What follows belongs to an exercise in optimizing a design on an open flow for small area, a short achievable clock period and few clock cycles per item; a production flow would make more cautious choices.
The RTL was checked by simulation tests, not by an equivalence proof against the original design.
No activity file was given, so power comes from the tool's default toggle rates.

// inter_pred_top
module inter_pred_top #(
	parameter int ADDR_W = pred_pkg::ADDR_W
) (
	input wire logic clk,
	input wire logic rst_i,
	input wire logic ref_row_wr_i,
	input wire logic [2:0] ref_row_idx_i,
	input wire pred_pkg::win_row_t ref_row_i,
	input wire logic start_i,
	input wire logic [ADDR_W-1:0] blk_addr_i,
	input wire logic [pred_pkg::FRAC_W-1:0] frac_x_i,
	input wire logic [pred_pkg::FRAC_W-1:0] frac_y_i,
	output logic busy_o,
	output logic done_o,
	input wire logic [ADDR_W-1:0] rd_addr_i,
	output logic [pred_pkg::BLK*pred_pkg::BLK*pred_pkg::PIX_W-1:0] pred_o
);
Size: ~15000 cells after synthesis, roughly 190 I/O pins.
==> module pred_fsm, before the edit <==
module pred_fsm #(
	parameter int ADDR_W = pred_pkg::ADDR_W
) (
	input wire logic clk,
	input wire logic rst_i,
	input wire logic start_i,
	input wire logic [pred_pkg::FRAC_W-1:0] frac_x_i,
	input wire logic [pred_pkg::FRAC_W-1:0] frac_y_i,
	input wire logic [ADDR_W-1:0] blk_addr_i,
	input wire logic [7:0] pos_i,
	input wire logic phase_i,
	output logic early_o,
	output logic launch_o,
	output logic busy_o,
	output logic first_o,
	output logic [pred_pkg::FRAC_W-1:0] step_frac_x_o,
	output logic [pred_pkg::FRAC_W-1:0] vert_frac_y_o,
	output logic [ADDR_W-1:0] wr_blk_addr_o,
	output logic wr_early_o
);
	localparam int FW = pred_pkg::FRAC_W;
	logic pend_q;
	logic start_acc;
	logic stage_busy;
	logic stage_free_next;
	logic a0;
	logic bearly_q;
	logic wearly_q;
	logic take;
	logic [FW-1:0] pfx_q;
	logic [FW-1:0] pfy_q;
	logic [ADDR_W-1:0] paddr_q;
	logic [FW-1:0] bfx_q;
	logic [FW-1:0] bfy_q;
	logic [ADDR_W-1:0] baddr_q;
	logic [FW-1:0] vfy_q;
	logic [ADDR_W-1:0] waddr_q;
	assign start_acc = start_i && !pend_q;
	assign stage_busy = |pos_i[4:0];
	assign stage_free_next = !(|pos_i[3:0]);
	assign a0 = pend_q ? paddr_q[0] : blk_addr_i[0];
	assign early_o = start_acc && !stage_busy && (phase_i != blk_addr_i[0]);
	assign launch_o = (pend_q || start_acc) && !early_o && stage_free_next && (phase_i == a0);
	assign take = early_o || launch_o;
	assign busy_o = pend_q;
	assign first_o = pos_i[0] || early_o;
	always_ff @(posedge clk) begin
		if (rst_i) begin
			pend_q <= 1'b0;
		end else begin
			pend_q <= (pend_q || start_acc) && !early_o && !launch_o;
		end
	end
	always_ff @(posedge clk) begin
		if (start_acc) begin
			pfx_q <= frac_x_i;
			pfy_q <= frac_y_i;
			paddr_q <= blk_addr_i;
		end
	end
	always_ff @(posedge clk) begin
		if (take) begin
			bfx_q <= pend_q ? pfx_q : frac_x_i;
			bfy_q <= pend_q ? pfy_q : frac_y_i;
			baddr_q <= pend_q ? paddr_q : blk_addr_i;
			bearly_q <= early_o;
		end
	end
	always_ff @(posedge clk) begin
		if (pos_i[1]) begin
			vfy_q <= bfy_q;  
		end
		if (pos_i[3]) begin
			waddr_q <= baddr_q;  
			wearly_q <= bearly_q;
		end
	end
	assign step_frac_x_o = early_o ? frac_x_i : bfx_q;
	assign vert_frac_y_o = vfy_q;
	assign wr_blk_addr_o = waddr_q;
	assign wr_early_o = wearly_q;
endmodule
==> module pred_out_store, before the edit <==
module pred_out_store #(
	parameter int ADDR_W = pred_pkg::ADDR_W
) (
	input wire logic clk,
	input wire logic wr_i,
	input wire logic [pred_pkg::ROW_W-1:0] wr_row_i,
	input wire logic [ADDR_W-1:0] wr_blk_addr_i,
	input wire pred_pkg::blk_row_t wr_pix_i,
	input wire logic [ADDR_W-1:0] rd_addr_i,
	output logic phase_o,
	output logic [pred_pkg::BLK*pred_pkg::BLK*pred_pkg::PIX_W-1:0] pred_o
);
	localparam int BLK = pred_pkg::BLK;
	localparam int RW = pred_pkg::ROW_W;
	localparam int NP = 1 << (ADDR_W - 1);
	localparam int BW = BLK*BLK*pred_pkg::PIX_W;
	localparam int ROWB = BLK*pred_pkg::PIX_W;
	logic phase_q;
	logic [BW-1:0] slot_x [NP];
	logic [BW-1:0] slot_y [NP];
	logic [NP-1:0] sel_x;
	logic [NP-1:0] sel_y;
	logic [BW-1:0] rd_data;
	always_ff @(posedge clk) begin
		phase_q <= ~phase_q;
	end
	assign phase_o = phase_q;
	for (genvar m = 0; m < NP; m++) begin : g_pair
		for (genvar r = 0; r < BLK; r++) begin : g_row
			logic ins;
			assign ins = wr_i && (wr_row_i == RW'(r)) && (wr_blk_addr_i[ADDR_W-1:1] == (ADDR_W-1)'(m));
			if (r % 2 == 0) begin : g_even
				always_ff @(posedge clk) begin
					slot_x[m][r*ROWB +: ROWB] <= ins ? wr_pix_i : slot_y[m][r*ROWB +: ROWB];
					slot_y[m][r*ROWB +: ROWB] <= slot_x[m][r*ROWB +: ROWB];
				end
			end else begin : g_odd
				always_ff @(posedge clk) begin
					slot_x[m][r*ROWB +: ROWB] <= slot_y[m][r*ROWB +: ROWB];
					slot_y[m][r*ROWB +: ROWB] <= ins ? wr_pix_i : slot_x[m][r*ROWB +: ROWB];
				end
			end
		end
		assign sel_x[m] = (rd_addr_i[ADDR_W-1:1] == (ADDR_W-1)'(m)) && (rd_addr_i[0] == phase_q);
		assign sel_y[m] = (rd_addr_i[ADDR_W-1:1] == (ADDR_W-1)'(m)) && (rd_addr_i[0] != phase_q);
	end
	always_comb begin
		rd_data = '0;
		for (int m = 0; m < NP; m++) begin
			rd_data = rd_data | ({BW{sel_x[m]}} & slot_x[m]) | ({BW{sel_y[m]}} & slot_y[m]);
		end
	end
	logic [BW-1:0] pred_n_q;
	always_ff @(posedge clk) begin
		pred_n_q <= ~rd_data;
	end
	assign pred_o = ~pred_n_q;
endmodule
clock: 8.0 ns
lec_check: 0
cap_margin: 20
core_margin: 2
core_utilization: 40
cts_cluster_diameter: 80
cts_cluster_size: 30
setup_slack_margin: 4.8
slew_margin: 20
run.sh (not shown) runs the stock make flow with config.mk's settings and CLKGATE_MAP_FILE= SYNTH_SCRIPT=/design/flow/synth_recipe.tcl, a recipe that flattens the netlist after the stock synthesis.
Testbench counts at the start, summed over its fixed seeds: cycles 1,608, blocks 256.
Change:
--- a/flow/design.v
+++ b/flow/design.v
@@ -59,11 +59,11 @@
 	assign a0 = pend_q ? paddr_q[0] : blk_addr_i[0];
 	assign early_o = start_acc && !stage_busy && (phase_i != blk_addr_i[0]);
 	assign launch_o = (pend_q || start_acc) && !early_o && stage_free_next && (phase_i == a0);
 	assign take = early_o || launch_o;
 	assign busy_o = pend_q;
-	assign first_o = pos_i[0] || early_o;
+	assign first_o = pos_i[0] || !stage_busy;
 	always_ff @(posedge clk) begin
 		if (rst_i) begin
 			pend_q <= 1'b0;
 		end else begin
 			pend_q <= (pend_q || start_acc) && !early_o && !launch_o;
@@ -91,11 +91,11 @@
 		if (pos_i[3]) begin
 			waddr_q <= baddr_q;  
 			wearly_q <= bearly_q;
 		end
 	end
-	assign step_frac_x_o = early_o ? frac_x_i : bfx_q;
+	assign step_frac_x_o = stage_busy ? bfx_q : frac_x_i;
 	assign vert_frac_y_o = vfy_q;
 	assign wr_blk_addr_o = waddr_q;
 	assign wr_early_o = wearly_q;
 endmodule
 `default_nettype wire
@@ -276,15 +276,13 @@
 		rd_data = '0;
 		for (int m = 0; m < NP; m++) begin
 			rd_data = rd_data | ({BW{sel_x[m]}} & slot_x[m]) | ({BW{sel_y[m]}} & slot_y[m]);
 		end
 	end
-	logic [BW-1:0] pred_n_q;
 	always_ff @(posedge clk) begin
-		pred_n_q <= ~rd_data;
+		pred_o <= rd_data;  
 	end
-	assign pred_o = ~pred_n_q;
 endmodule
 `default_nettype wire
 `timescale 1ns/10ps
 `default_nettype none
 module inter_pred_top #(
Outcome: Final area is about the same; final cell count drops by about 3.8%; clock skew shrinks by 0.057 ns; routed wire length came out lower by 1.6%; first-iteration DRC count fell by about 2%; setup slack gets worse by 0.026 ns; sequential power stays flat; sequential cell count stays the same; synthesized area came out lower by 1.1%; utilization went up by 0.49 points; worst hold slack gets better by 0.019 ns.
Testbench counts after the change, summed over its fixed seeds: cycles 1,608, blocks 256.

[re-timing with driven ports]
In the flow no input, the clock included, has a driving cell. The finished layouts below were timed again as built, in two steps.
Step 1 assumes that a clkbuf_16 drives the clock port and a buf_2 every other input.
Step 2, shift: input delay + t, output delay - t, t = (earliest + latest rising clock arrival at the registers) / 2. This alone moves slack from input paths to output paths.
Three values: ideal, step 1, step 2; two values: the first two.
run	t, ns	setup WS [ns]	worst hold slack (ns)	worst setup path at the end	cell pins on the clock port's net
the first run	1.103	4.619 / 4.579 / 3.497	0.248 / 0.248 / 0.248	input to register	1
the second run	1.071	4.594 / 4.594 / 3.654	0.267 / 0.267 / 0.267	input to register	1
After both steps setup and hold are still met in every run listed. The setup slack of the first run, which loses most, moves by -0.040 ns with the drivers and by -1.122 ns with both steps.
